From an optimization exercise on the open Yosys and OpenROAD flow, aimed at small area, a short achievable clock period and few clock cycles per item; shortcuts taken in it are not production practice.
Only simulation tests tie the RTL to the original design; equivalence was not proved.
Power figures rest on the tool's default switching activity, not on a simulated workload.

$ cat flow/design.v
package sle_pkg;
  localparam int CAPACITY = 16;
  localparam int DATA_W   = 32;
  localparam int CNT_W    = $clog2(CAPACITY + 1);
  localparam int IDX_W    = $clog2(CAPACITY);
  localparam int POS_W    = 5;
  localparam int ACT_W    = 2;
  localparam int OUT_W    = 80;
  localparam logic [ACT_W-1:0] ACT_INSERT = 2'd0;
  localparam logic [ACT_W-1:0] ACT_REMOVE = 2'd1;
  localparam logic [ACT_W-1:0] ACT_SEARCH = 2'd2;
  localparam logic [ACT_W-1:0] ACT_CLEAR  = 2'd3;
endpackage
module sle_cell (
  input  logic                       clk_i,
  input  logic                       insert_en_i,   
  input  logic                       remove_en_i,
  input  logic [sle_pkg::DATA_W-1:0] value_i,       
  input  logic                       valid_i,       
  input  logic                       left_less_i,   
  input  logic [sle_pkg::DATA_W-1:0] left_val_i,
  input  logic [sle_pkg::DATA_W-1:0] right_val_i,
  output logic [sle_pkg::DATA_W-1:0] val_o,
  output logic                       less_o,        
  output logic                       hit_o
);
  logic [sle_pkg::DATA_W-1:0] val_q, val_d;
  logic                       less;
  assign less   = valid_i && ($signed(val_q) < $signed(value_i));
  assign less_o = less;
  assign hit_o  = valid_i && !less && left_less_i && (val_q == value_i);
  assign val_o  = val_q;
  always_comb begin
    val_d = val_q;
    if (insert_en_i && !less) begin
      val_d = left_less_i ? value_i : left_val_i;
    end else if (remove_en_i && !less) begin
      val_d = right_val_i;
    end
  end
  always_ff @(posedge clk_i) begin
    val_q <= val_d;
  end
endmodule
module sle_result (
  input  logic                                         clk_i,
  input  logic                                         rst_ni,
  input  logic                                         load_i,
  output logic                                         take_o,
  input  logic [sle_pkg::CNT_W-1:0]                    pos_i,
  input  logic                                         err_i,
  input  logic [sle_pkg::CNT_W-1:0]                    count_i,
  input  logic [sle_pkg::CAPACITY*sle_pkg::DATA_W-1:0] vals_i,    
  output logic                                         m_axis_tvalid_o,
  input  logic                                         m_axis_tready_i,
  output logic [sle_pkg::OUT_W-1:0]                    m_axis_tdata_o
);
  localparam int CNT_W  = sle_pkg::CNT_W;
  localparam int IDX_W  = sle_pkg::IDX_W;
  localparam int DATA_W = sle_pkg::DATA_W;
  localparam int POS_W  = sle_pkg::POS_W;
  localparam int OUT_W  = sle_pkg::OUT_W;
  logic              valid_q, valid_d;
  logic [OUT_W-1:0]  data_q;
  logic [CNT_W-1:0]  last_idx;
  logic              empty;
  logic [DATA_W-1:0] first_val, last_val;
  assign take_o    = !valid_q || m_axis_tready_i;
  assign empty     = (count_i == '0);
  assign last_idx  = count_i - CNT_W'(1);
  assign first_val = empty ? '0 : vals_i[0 +: DATA_W];
  assign last_val  = empty ? '0 : vals_i[last_idx[IDX_W-1:0]*DATA_W +: DATA_W];
  always_comb begin
    valid_d = valid_q;
    if (load_i) begin
      valid_d = 1'b1;
    end else if (m_axis_tready_i) begin
      valid_d = 1'b0;
    end
  end
  always_ff @(posedge clk_i or negedge rst_ni) begin
    if (!rst_ni) begin
      valid_q <= 1'b0;
    end else begin
      valid_q <= valid_d;
    end
  end
  always_ff @(posedge clk_i) begin
    if (load_i) begin
      data_q <= {4'b0, err_i, empty, last_val, first_val,
                 POS_W'(count_i), POS_W'(pos_i)};
    end
  end
  assign m_axis_tvalid_o = valid_q;
  assign m_axis_tdata_o  = data_q;
endmodule
module sorted_list_engine (
  input  logic        clk_i,
  input  logic        rst_ni,
  input  logic        s_axis_tvalid_i,
  output logic        s_axis_tready_o,
  input  logic [31:0] s_axis_tdata_i,    
  input  logic [1:0]  s_axis_tuser_i,    
  output logic        m_axis_tvalid_o,
  input  logic        m_axis_tready_i,
  output logic [79:0] m_axis_tdata_o     
);
  localparam int CAPACITY = sle_pkg::CAPACITY;
  localparam int DATA_W   = sle_pkg::DATA_W;
  localparam int CNT_W    = sle_pkg::CNT_W;
  logic                       accept, advance, take;
  logic                       pend_q, pend_d;
  logic [CNT_W-1:0]           count_q, count_d;
  logic [CNT_W-1:0]           pos_q, pos_d;
  logic                       err_q, err_d;
  logic                       found, full;
  logic [CNT_W-1:0]           hit_pos;
  logic                       insert_en, remove_en;
  logic [CAPACITY-1:0]        stat_less, stat_hit;
  logic [CAPACITY*DATA_W-1:0] vals;    
  assign advance         = pend_q && take;
  assign s_axis_tready_o = !pend_q || advance;
  assign accept          = s_axis_tvalid_i && s_axis_tready_o;
  assign full            = (count_q == CNT_W'(CAPACITY));
  always_comb begin
    found   = 1'b0;
    hit_pos = '0;
    for (int i = 0; i < CAPACITY; i++) begin
      found   = found | stat_hit[i];
      hit_pos = hit_pos | (stat_hit[i] ? CNT_W'(i + 1) : '0);
    end
  end
  assign insert_en = accept && (s_axis_tuser_i == sle_pkg::ACT_INSERT) && !full;
  assign remove_en = accept && (s_axis_tuser_i == sle_pkg::ACT_REMOVE) && found;
  for (genvar g = 0; g < CAPACITY; g++) begin : g_cell
    sle_cell u_cell (
      .clk_i       (clk_i),
      .insert_en_i (insert_en),
      .remove_en_i (remove_en),
      .value_i     (s_axis_tdata_i),
      .valid_i     (CNT_W'(g) < count_q),
      .left_less_i ((g == 0) ? 1'b1 : stat_less[(g == 0) ? 0 : g - 1]),
      .left_val_i  (vals[((g == 0) ? 0 : g - 1)*DATA_W +: DATA_W]),
      .right_val_i (vals[((g == CAPACITY - 1) ? g : g + 1)*DATA_W +: DATA_W]),
      .val_o       (vals[g*DATA_W +: DATA_W]),
      .less_o      (stat_less[g]),
      .hit_o       (stat_hit[g])
    );
  end
  always_comb begin
    count_d = count_q;
    pos_d   = pos_q;
    err_d   = err_q;
    pend_d  = pend_q;
    if (advance) begin
      pend_d = 1'b0;
    end
    if (accept) begin
      pend_d = 1'b1;
      pos_d  = '0;
      err_d  = 1'b0;
      case (s_axis_tuser_i)
        sle_pkg::ACT_INSERT: begin
          if (full) begin
            err_d = 1'b1;
          end else begin
            count_d = count_q + CNT_W'(1);
          end
        end
        sle_pkg::ACT_REMOVE: begin
          if (found) begin
            count_d = count_q - CNT_W'(1);
          end else begin
            err_d = 1'b1;
          end
        end
        sle_pkg::ACT_SEARCH: begin
          pos_d = hit_pos;
        end
        sle_pkg::ACT_CLEAR: begin
          count_d = '0;
        end
        default: begin
          count_d = count_q;
        end
      endcase
    end
  end
  always_ff @(posedge clk_i or negedge rst_ni) begin
    if (!rst_ni) begin
      pend_q  <= 1'b0;
      count_q <= '0;
    end else begin
      pend_q  <= pend_d;
      count_q <= count_d;
    end
  end
  always_ff @(posedge clk_i) begin
    pos_q <= pos_d;
    err_q <= err_d;
  end
  sle_result u_result (
    .clk_i           (clk_i),
    .rst_ni          (rst_ni),
    .load_i          (advance),
    .take_o          (take),
    .pos_i           (pos_q),
    .err_i           (err_q),
    .count_i         (count_q),
    .vals_i          (vals),
    .m_axis_tvalid_o (m_axis_tvalid_o),
    .m_axis_tready_i (m_axis_tready_i),
    .m_axis_tdata_o  (m_axis_tdata_o)
  );
endmodule
$ cat flow/run.sh
#!/bin/bash
# synth_recipe.tcl (not shown) runs the flow's synth.tcl, then flattens the netlist and writes it again
# the make line also repeats each setting of config.mk as NAME=value (left out here)
make -C /OpenROAD-flow-scripts/flow DESIGN_CONFIG=/design/flow/config.mk WORK_HOME=/design/flow/orfs CLKGATE_MAP_FILE= SYNTH_SCRIPT=/design/flow/synth_recipe.tcl finish
$ cat flow/config.mk
export PLATFORM = sky130hd
export DESIGN_NAME = sorted_list_engine
export DESIGN_NICKNAME = sorted_list_engine
export VERILOG_FILES = /design/flow/design.v
export SDC_FILE = /design/flow/constraint.sdc
export NUM_CORES = 4
export LEC_CHECK = 0
export CAP_MARGIN = 20
export CORE_MARGIN = 2
export CORE_UTILIZATION = 40
export SLEW_MARGIN = 20
$ cat flow/constraint.sdc
create_clock -name core_clock -period 9.0 [get_ports {clk_i}]
set_input_delay 1.8000 -clock core_clock [delete_from_list [all_inputs] [get_ports {clk_i}]]
set_output_delay 1.8000 -clock core_clock [all_outputs]
set_load 0.01 [all_outputs]
==> results by group <==
Floorplanning
  – Initial Utilization: between 40 and 50%
  – I/O pin cnt: 120
  – Die area: 114000 µm²
  – # rows: ~120
  – Core region area: between 100000 and 150000 µm²
  – DIE WIDTH: between 300 and 400 µm
  – Die Span Y: between 300 and 400 µm

Hold path
  – Hold Path Cell Cnt: 0
  – WHS Endpoint: u_result.data_q[2]$_DFFE_PP_
  – Worst hold path startpoint: pos_q[2]$_SDFFCE_PP0P_
  – Hold Crit Class: flip-flop to flip-flop

Clocking
  – Cts-stage hold buffer count: 0
  – H-tree depth: 3
  – CTS Buf Count: 72
  – Max Buffers Root-to-Sink: 3
  – Setup bufs post-CTS: 0
  – CTS root buf: clkbuf_16
  – Resize count post-CTS: 0
  – CTS tree: done
  – Skew-Pair Late Insertion Delay: about 0.65 ns
  – Clk pin slew, worst setup/hold paths: approximately 0.05 ns
  – Clock sink count: 601

Synth
  – Largest family of logic cells by synthesized area: multiplexers
  – Mapped Cells: approximately 4300
  – Yosys top cell area share: approximately two fifths
  – Most frequent cells after synthesis: 705 x a21oi_1, 594 x edfxtp_1, 579 x nor2_1, 516 x ha_1, 362 x mux2i_1
  – Cell taking the most area after synthesis: edfxtp_1
  – Syn Std Cell Area: around 45000 µm²
  – Synth Area in Simple Gates: 12.4%
  – Mapped Avg Cell Area: 10.4 µm²
  – Post-synthesis compound-gate area fraction: between 10% and 20%
  – Register area share after synthesis: around two fifths
  – Post-synthesis mux area share: ~15%
  – Top_reg_cell synth: edfxtp_1
  – Post-Synth Adder-Cell Area: 14.4%
  – EDFF count, synth: roughly 600
  – Most frequent cell after synthesis: a21oi_1
  – Async SR Flop Fraction: 1.16%
  – Synth area leaders: edfxtp_1 40%, ha_1 14%, mux2i_1 8.1%
  – XOR/XNOR Fraction of Synth Area: less than 1%
  – Post-synth cell types: just under 80
  – Synth Register Bits: about 600
  – YS warnings: 3

Drt
  – Total number of vias: roughly 37000
  – Via/cell ratio: about 6.3
  – DR iter-0 viols: 4020
  – Drc violations: 0
  – First drt pass iteration count: 5
  – Routed Antenna Nets: 0
  – Wire length per cell after detailed routing: 27.7 µm
  – Routed wire length: 165000 µm

STA
  – Final Hold Vio Count: 0
  – Final Setup Violations: 0
  – Total negative slack: 0 ns
  – Period utilisation layout: 81.8%
  – Final min period: 7.36 ns
  – Tightest Pin Transition: ~1.1 ns
  – RSZ-0062 raised after global routing: no
  – Max frequency: between 0.1 and 0.15 GHz
  – Headroom to the max-slew limit: ~25%
  – Skew final: around 0.022 ns
  – Max Slew Vio Count: 0

Worst setup path
  – Cells on worst reg2reg path: 12
  – Reg2reg setup slack: ~3.6 ns
  – Startpoint Class: input port
  – CP max FO: 24
  – Reg2reg start: g_cell[10].u_cell.val_q[31]$_DFFE_PP_
  – Worst EP arrival: around 7.7 ns
  – Kind of critical path: input port to flip-flop
  – Required time worst endpoint: 9.30 ns
  – CP endpoint kind: flip-flop
  – RR Endpoint: g_cell[0].u_cell.val_q[12]$_DFFE_PP_

Global route
  – First-pass GRT wire length: between 200000 and 250000 µm
  – Total Routing Usage GR: 28.1%
  – Largest net degree at the start of global routing: 66
  – Initial antenna violation count: 7
  – Total grt overflow: 0
  – Number of global-route vias before repair: 35268

Status
  – Status: no timing/DRC/antenna violations

Power and ir drop
  – Total power: 12000 µW
  – IR drop worst, VDD: 0.283 mV
  – Power Density: about 240 nW/µm²
  – Static Leak: about 0.019 µW

Final layout
  – Nets@finish: slightly below 5000
  – Area growth, synth to finish: 13.2%
  – Share of layout cells above drive strength 1: 10.9%
  – Fillers: 10406
  – Inserted Diodes: 0

Placed design
  – I/O Buffers: approximately 120
  – HPWL Detailed: between 100000 and 150000 µm
  – RePlAce Congestion: approximately 0.95

Job
  – Maximum capacitance violations: 0
-- critical path, cell delays in order --
cell	delay [ns]
clkdlybuf4s50_1	0.80
inv_1	0.59
ha_1	0.50
and2_0	0.15
nand4_1	0.20
nor4_1	0.75
o31a_1	0.30
nor3_1	0.06
or4b_2	0.62
o2111ai_1	0.21
or4_1	0.23
nor2_2	0.06
nor3b_2	0.82
buf_4	0.50
-- metal layers --
layer	global-route usage [%]	part of all wire [%]
met4	13.9	5.5
met5	0	0.028
met2	43.3	44
met1	39.0	43
met3	3.57	7.5
-- per-stage QoR --
step	cell area (µm²)	std cells	hold slack (ns)	util (%)	setup slack, ns
3_5_place_dp	48200	5807	0.406	43.6	1.06
6_report	50600	5939	0.422	45.7	1.64
4_1_cts	50600	5939	0.425	45.7	1.72
2_1_floorplan	44700	4315	0.400	-	1.66
5_1_grt	50600	5939	0.431	45.7	1.36
3_3_place_gp	48200	5807	0.403	43.6	1.14
-- kinds of logic (layout without fill, tap and decap cells) --
logic type,Yosys count,count (layout)
AND/OR/NAND/NOR,1206,1206
XOR/XNOR,10,10
AO/OA/AOI/OAI,1128,1128
flip-flops,601,601
adder cells (fa/ha/maj),516,516
buffers and inverters,323,459
multiplexers,527,527
other,1,4
-- flip-flops by register name, summed over array words and instances (netlist names) --
name                 flops
u_result.data_q         76
count_q                  5
err_q                    1
pend_q                   1
pos_q                    5
g_cell.u_cell.val_q    512
u_result.valid_q         1
-- report_power, final --
part	total (µW)	switching, µW	internal (µW)
sequential	3750	257	3490
combinational	5220	3230	1990
clock	3020	1290	1720
-- placed cells by master (no fill, tap or decap), types with 19 or more instances in the layout --
cell type / instances
nor3_1: 32
nor4_1: 19
mux2_2: 35
nand2_1: 201
mux2i_1: 362
nand3_1: 68
nand4_1: 103
edfxtp_1: 594
buf_4: 144
and2_1: 35
clkbuf_16: 73
nor2b_1: 56
a21oi_1: 701
o21ai_0: 155
clkdlybuf4s50_1: 115
mux4_2: 128
nor2_1: 568
inv_1: 63
ha_1: 515
a21o_1: 56
a211oi_1: 82
o211ai_1: 19
-- how the worst max path moves through the flow --
stage                  startpoint                                   end  slack [ns]
2_1_floorplan  s_axis_tdata_i[25]   g_cell[0].u_cell.val_q[0]$_DFFE_PP_        1.66
3_3_place_gp   s_axis_tdata_i[26]   g_cell[0].u_cell.val_q[7]$_DFFE_PP_        1.14
3_5_place_dp   s_axis_tdata_i[26]   g_cell[0].u_cell.val_q[7]$_DFFE_PP_        1.06
4_1_cts        s_axis_tdata_i[26]  g_cell[0].u_cell.val_q[12]$_DFFE_PP_        1.72
5_1_grt         s_axis_tdata_i[8]  g_cell[0].u_cell.val_q[12]$_DFFE_PP_        1.36
6_report       s_axis_tdata_i[26]  g_cell[0].u_cell.val_q[12]$_DFFE_PP_        1.64
-- final cells by class --
type	instances	area [µm²]	share of cell area, %
inverter	64	240	0.475
tap	1488	1860	3.68
clock buffer	89	1920	3.79
timing repair buffer	263	2310	4.57
sequential	601	18000	35.6
multi-input combinational	3391	25800	51.0
clock inverter	43	437	0.864
Testbench counts, summed over its fixed seeds: cycles 24,016, items 24,000.

==> afterwards: timing with drivers on the ports <==
How much do the figures lean on ideal ports? The routed layout below was timed once more, with nothing changed but the port constraints.
Step 1, drivers: a clkbuf_16 drives clk_i and a buf_2 each remaining input, both assumed.
Step 2 adds t to the input delays and takes it off the output delays; t is the mean of the earliest and latest rising clock arrival at the registers after step 1. Input paths then give back, and output paths get back, about the clock's delay inside the block.
Three values: ideal, step 1, step 2; two values: the first two.
t (ns): 0.716
setup WS [ns]: 1.640 / 1.693 / 0.977
worst hold slack (ns): 0.422 / 0.422 / 0.422
worst setup path after step 2: input to register
cell pins on the clock port's net: 1
After both steps this run still meets setup and hold. The setup slack of this run moves by +0.053 ns with the drivers and by -0.663 ns with both steps.
